From an optimization exercise on the open Yosys and OpenROAD flow, aimed at small area; shortcuts taken in it are not production practice.
Where RTL was checked, it was by simulation tests only, not by an equivalence proof against the original.

==> inputs of run a <==
// eee_imgproc
module eee_imgproc (
	input  logic                clk,
	input  logic                reset_n,
	input  logic [23:0]         sink_data,
	input  logic                sink_valid,
	output logic                sink_ready,
	input  logic                sink_sop,
	input  logic                sink_eop,
	output logic [23:0]         source_data,
	output logic                source_valid,
	input  logic                source_ready,
	output logic                source_sop,
	output logic                source_eop,
	input  logic                mode,              
	input  logic                s_chipselect,
	input  logic                s_read,
	input  logic                s_write,
	input  host_pkg::reg_addr_t s_address,
	output logic [31:0]         s_readdata,
	input  logic [31:0]         s_writedata
);
	logic        hv;           
	logic [23:0] hd;
	logic        hsop;
	logic        heop;
	logic        held_ready;
	logic        advance;
	assign held_ready = ~source_valid | source_ready;
	assign sink_ready = ~hv | held_ready;
	assign advance    = hv & held_ready;
	always_ff @(posedge clk) begin
		if (!reset_n) begin
			hv <= 1'b0;
		end else if (sink_ready) begin
			hv <= sink_valid;
		end
	end
	always_ff @(posedge clk) begin
		if (sink_valid & sink_ready) begin
			hd   <= sink_data;
			hsop <= sink_sop;
			heop <= sink_eop;
		end
	end
	logic       video;
	logic [9:0] x;
	logic [8:0] y;
	logic [9:0] xmin, xmax;    
	logic [8:0] ymin, ymax;    
	logic       hit;
	logic       bright;
	logic       pix;
	logic       pixel_hit;
	logic       frame_done;
	logic       x_lt, x_gt;
	logic       init;
	logic       box_pend;      
	logic       found;
	logic [9:0] bl, br;
	logic [8:0] bt, bb;
  ...
Settings: LEC_CHECK=0, CAP_MARGIN=20, CORE_MARGIN=2, CORE_UTILIZATION=40, SLEW_MARGIN=20; clock period 5.0 ns.
standard.sh (not shown) runs the stock make flow with config.mk's settings and CLKGATE_MAP_FILE= SYNTH_SCRIPT=/design/flow/synth_recipe.tcl, a recipe that flattens the netlist after the stock synthesis.
==> flow/flow/run.sh <==
#!/bin/bash
# Standard ORFS layout, with small port buffers and a clock tree without dummy loads.
set -euo pipefail
bash standard.sh synth > synth.log 2>&1
export BUFFER_PORTS_ARGS="-buffer_cell sky130_fd_sc_hd__buf_1"
export CTS_ARGS="-sink_clustering_enable -repair_clock_nets -dont_use_dummy_load -buf_list sky130_fd_sc_hd__clkbuf_8 -sink_clustering_size 12 -sink_clustering_max_diameter 50 -sink_buffer_max_cap_derate 0.02"
bash standard.sh finish > layout.log 2>&1
==> run b (differences from run a) <==
--- a/flow/design.v
+++ b/flow/design.v
@@ -256,37 +256,35 @@
 	always_ff @(posedge clk) begin
 		if (wr_en && wr_step != 2'd1) begin
 			ring[wp] <= wr_word;
 		end
 	end
-	logic [2:0] addr_q;
+	logic       st_q, msg_q, id_q, col_q;    
 	logic [4:0] fill_q;
+	logic [31:0] msg_word;
 	always_ff @(posedge clk) begin
 		read_d   <= rd_sel;
 		pop_pend <= rd_en;
-		addr_q   <= s_address;
+		st_q     <= (s_address == 3'd0);
+		msg_q    <= (s_address == 3'd1);
+		id_q     <= (s_address == 3'd2);
+		col_q    <= (s_address == 3'd3);
 		fill_q   <= fill;
 	end
+	logic        msg_box;
+	logic        msg_tag;
+	logic        is_l;
+	assign msg_box = msg_q & (rph != 2'd0);
+	assign msg_tag = msg_q & (rph == 2'd0);
+	assign is_l    = rph[0];
 	always_comb begin
 		rd_word = '0;
 		for (int i = 0; i < 11; i++) begin
-			rd_word = rd_word | (ring[i] & {19{rsel[i]}});
-		end
-	end
-	always_comb begin
-		case (addr_q)
-			3'd0: s_readdata = {16'h0000, 3'b000, fill_q, status_byte};
-			3'd1: begin
-				case (rph)
-					2'd0:    s_readdata = 32'h00004242;
-					2'd1:    s_readdata = {5'd0, &rd_word[18:9], rd_word[18:9],
-						5'd0, {2{&rd_word[8:0]}}, rd_word[8:0]};
-					default: s_readdata = {5'd0, 1'b0, rd_word[18:9],
-						5'd0, 2'b00, rd_word[8:0]};
-				endcase
-			end
-			3'd2:     s_readdata = 32'h1234EEE2;
-			3'd3:  s_readdata = {8'h00, bb_col};
-			default:     s_readdata = '0;
-		endcase
-	end
+			rd_word = rd_word | (ring[i] & {19{rsel[i] & msg_box}});
+		end
+	end
+	assign msg_word = {5'd0, is_l & (&rd_word[18:9]), rd_word[18:9],
+		5'd0, {2{is_l & (&rd_word[8:0])}}, rd_word[8:0]} | (32'h00004242 & {32{msg_tag}});
+	assign s_readdata = ({16'h0000, 3'b000, fill_q, status_byte} & {32{st_q}}) |
+		msg_word | (32'h1234EEE2 & {32{id_q}}) |
+		({8'h00, bb_col} & {32{col_q}});
 endmodule
==> flow/flow/run.sh (replaced) <==
#!/bin/bash
# Standard ORFS layout, with small port buffers and a clock tree without dummy loads.
set -euo pipefail
bash standard.sh synth > synth.log 2>&1
export BUFFER_PORTS_ARGS="-buffer_cell sky130_fd_sc_hd__buf_1"
export CTS_ARGS="-sink_clustering_enable -repair_clock_nets -dont_use_dummy_load -buf_list sky130_fd_sc_hd__clkbuf_8 -sink_clustering_size 16 -sink_clustering_max_diameter 60 -sink_buffer_max_cap_derate 0.03"
bash standard.sh finish > layout.log 2>&1
- CAP_MARGIN: 20 -> 5
- CORE_UTILIZATION: 40 -> 65
- SLEW_MARGIN: 20 -> 5
==> run c (differences from run a) <==
--- a/flow/design.v
+++ b/flow/design.v
@@ -256,37 +256,35 @@
 	always_ff @(posedge clk) begin
 		if (wr_en && wr_step != 2'd1) begin
 			ring[wp] <= wr_word;
 		end
 	end
-	logic [2:0] addr_q;
+	logic       st_q, msg_q, id_q, col_q;    
 	logic [4:0] fill_q;
+	logic [31:0] msg_word;
 	always_ff @(posedge clk) begin
 		read_d   <= rd_sel;
 		pop_pend <= rd_en;
-		addr_q   <= s_address;
+		st_q     <= (s_address == 3'd0);
+		msg_q    <= (s_address == 3'd1);
+		id_q     <= (s_address == 3'd2);
+		col_q    <= (s_address == 3'd3);
 		fill_q   <= fill;
 	end
+	logic        msg_box;
+	logic        msg_tag;
+	logic        is_l;
+	assign msg_box = msg_q & (rph != 2'd0);
+	assign msg_tag = msg_q & (rph == 2'd0);
+	assign is_l    = rph[0];
 	always_comb begin
 		rd_word = '0;
 		for (int i = 0; i < 11; i++) begin
-			rd_word = rd_word | (ring[i] & {19{rsel[i]}});
-		end
-	end
-	always_comb begin
-		case (addr_q)
-			3'd0: s_readdata = {16'h0000, 3'b000, fill_q, status_byte};
-			3'd1: begin
-				case (rph)
-					2'd0:    s_readdata = 32'h00004242;
-					2'd1:    s_readdata = {5'd0, &rd_word[18:9], rd_word[18:9],
-						5'd0, {2{&rd_word[8:0]}}, rd_word[8:0]};
-					default: s_readdata = {5'd0, 1'b0, rd_word[18:9],
-						5'd0, 2'b00, rd_word[8:0]};
-				endcase
-			end
-			3'd2:     s_readdata = 32'h1234EEE2;
-			3'd3:  s_readdata = {8'h00, bb_col};
-			default:     s_readdata = '0;
-		endcase
-	end
+			rd_word = rd_word | (ring[i] & {19{rsel[i] & msg_box}});
+		end
+	end
+	assign msg_word = {5'd0, is_l & (&rd_word[18:9]), rd_word[18:9],
+		5'd0, {2{is_l & (&rd_word[8:0])}}, rd_word[8:0]} | (32'h00004242 & {32{msg_tag}});
+	assign s_readdata = ({16'h0000, 3'b000, fill_q, status_byte} & {32{st_q}}) |
+		msg_word | (32'h1234EEE2 & {32{id_q}}) |
+		({8'h00, bb_col} & {32{col_q}});
 endmodule
==> flow/flow/run.sh (replaced) <==
#!/bin/bash
# Standard ORFS layout, with small port buffers and a clock tree without dummy loads.
set -euo pipefail
bash standard.sh synth > synth.log 2>&1
export BUFFER_PORTS_ARGS="-buffer_cell sky130_fd_sc_hd__buf_1"
export CTS_ARGS="-sink_clustering_enable -repair_clock_nets -dont_use_dummy_load -buf_list sky130_fd_sc_hd__clkbuf_4 -sink_clustering_size 12 -sink_clustering_max_diameter 40 -sink_buffer_max_cap_derate 0.05"
bash standard.sh finish > layout.log 2>&1
- CAP_MARGIN: 20 -> 5
- CORE_UTILIZATION: 40 -> 65
- SLEW_MARGIN: 20 -> 5
==> results.yml <==
status:
  status: "no timing/DRC/antenna violations"
sta:
  clock.fmax_mhz: 208
global_route:
  antenna_found_initial: 1
  grt_use_met2: 0.456
min_path:
  hold-path-endpoint: "fill_q[4]$_DFF_P_"
route:
  avgRoutedWirePerCell_um: 23.3
finish:
  clkbuf_count: 50
  utilization: 0.701
setup_path:
  worstPathMaxFanout: 17
yosys:
  synth_top_area_frac: 0.606
The numbers above come from run c.

==> results.yml <==
setup_path:
  critical_path_class: "reg2out"
  timing.rr.end: "source_data[22]$_DFFE_PP_"
yosys:
  synth_ff_type: "edfxtp_1"
  syn_avg_cell_area_sq_um: 13.7
  synth_top_area_frac: 0.606
min_path:
  hold-path-endpoint: "fill_q[4]$_DFF_P_"
route:
  route.met3.wl_um: 3380
  avgRoutedWirePerCell_um: 23.4
  routed_wl_um: 40900
global_route:
  grt_use_met2: 0.458
  antenna_found_initial: 0
  grt-busiest-layer: "met2"
sta:
  clock.fmax_mhz: 213
finish:
  seq_share: 0.644
  clkbuf_count: 34
  seq_cells: 430
  layout.cells.non_filler: 1745
status:
  status: "no timing/DRC/antenna violations"
The numbers above come from run b.

==> results.yml <==
global_route:
  antenna_found_initial: 0
  grt_use_met2: 0.294
finish:
  utilization: 0.441
  clkbuf_count: 43
  seq_share: 0.626
yosys:
  synth_top_family_by_area: "compound AO/OA/AOI/OAI gates"
  synth_top_area_frac: 0.602
status:
  status: "no timing/DRC/antenna violations"
min_path:
  hold-path-endpoint: "fill_q[3]$_DFF_P_"
route:
  routed_wl_um: 43000
cts:
  cts_resized: 0
sta:
  clock.fmax_mhz: 239
setup_path:
  worstPathMaxFanout: 15
The numbers above come from run a.

Function not checked in run a: the RTL went through the layout flow alone.

-- static timing again, ports no longer ideal --
No port has a modelled driver above. Below, the same layouts with a new extraction and two added sets of constraints.
Step 1 sets driving cells, clkbuf_16 on the clock port and buf_2 on the other inputs (assumed; they add their load-dependent delay and slew).
Step 2 moves the port delays by t, midway between the first and last clock arrival at a register: inputs arrive t later, outputs are due t later. That takes back most of the time a late clock gives input paths.
Three values: ideal ports, drivers, drivers and shift; two values: the first two.
| run | t (ns) | slack for setup (ns) | worst data-port slew with drivers (ns) |
|---|---|---|---|
| run a | 0.631 | 0.811 / 0.757 / 1.339 | 0.07 |
| run b | 0.589 | 0.295 / 0.247 / 0.837 | 0.06 |
| run c | 0.722 | 0.190 / 0.143 / 0.864 | 0.06 |
After both steps setup and hold are still met in every run listed.
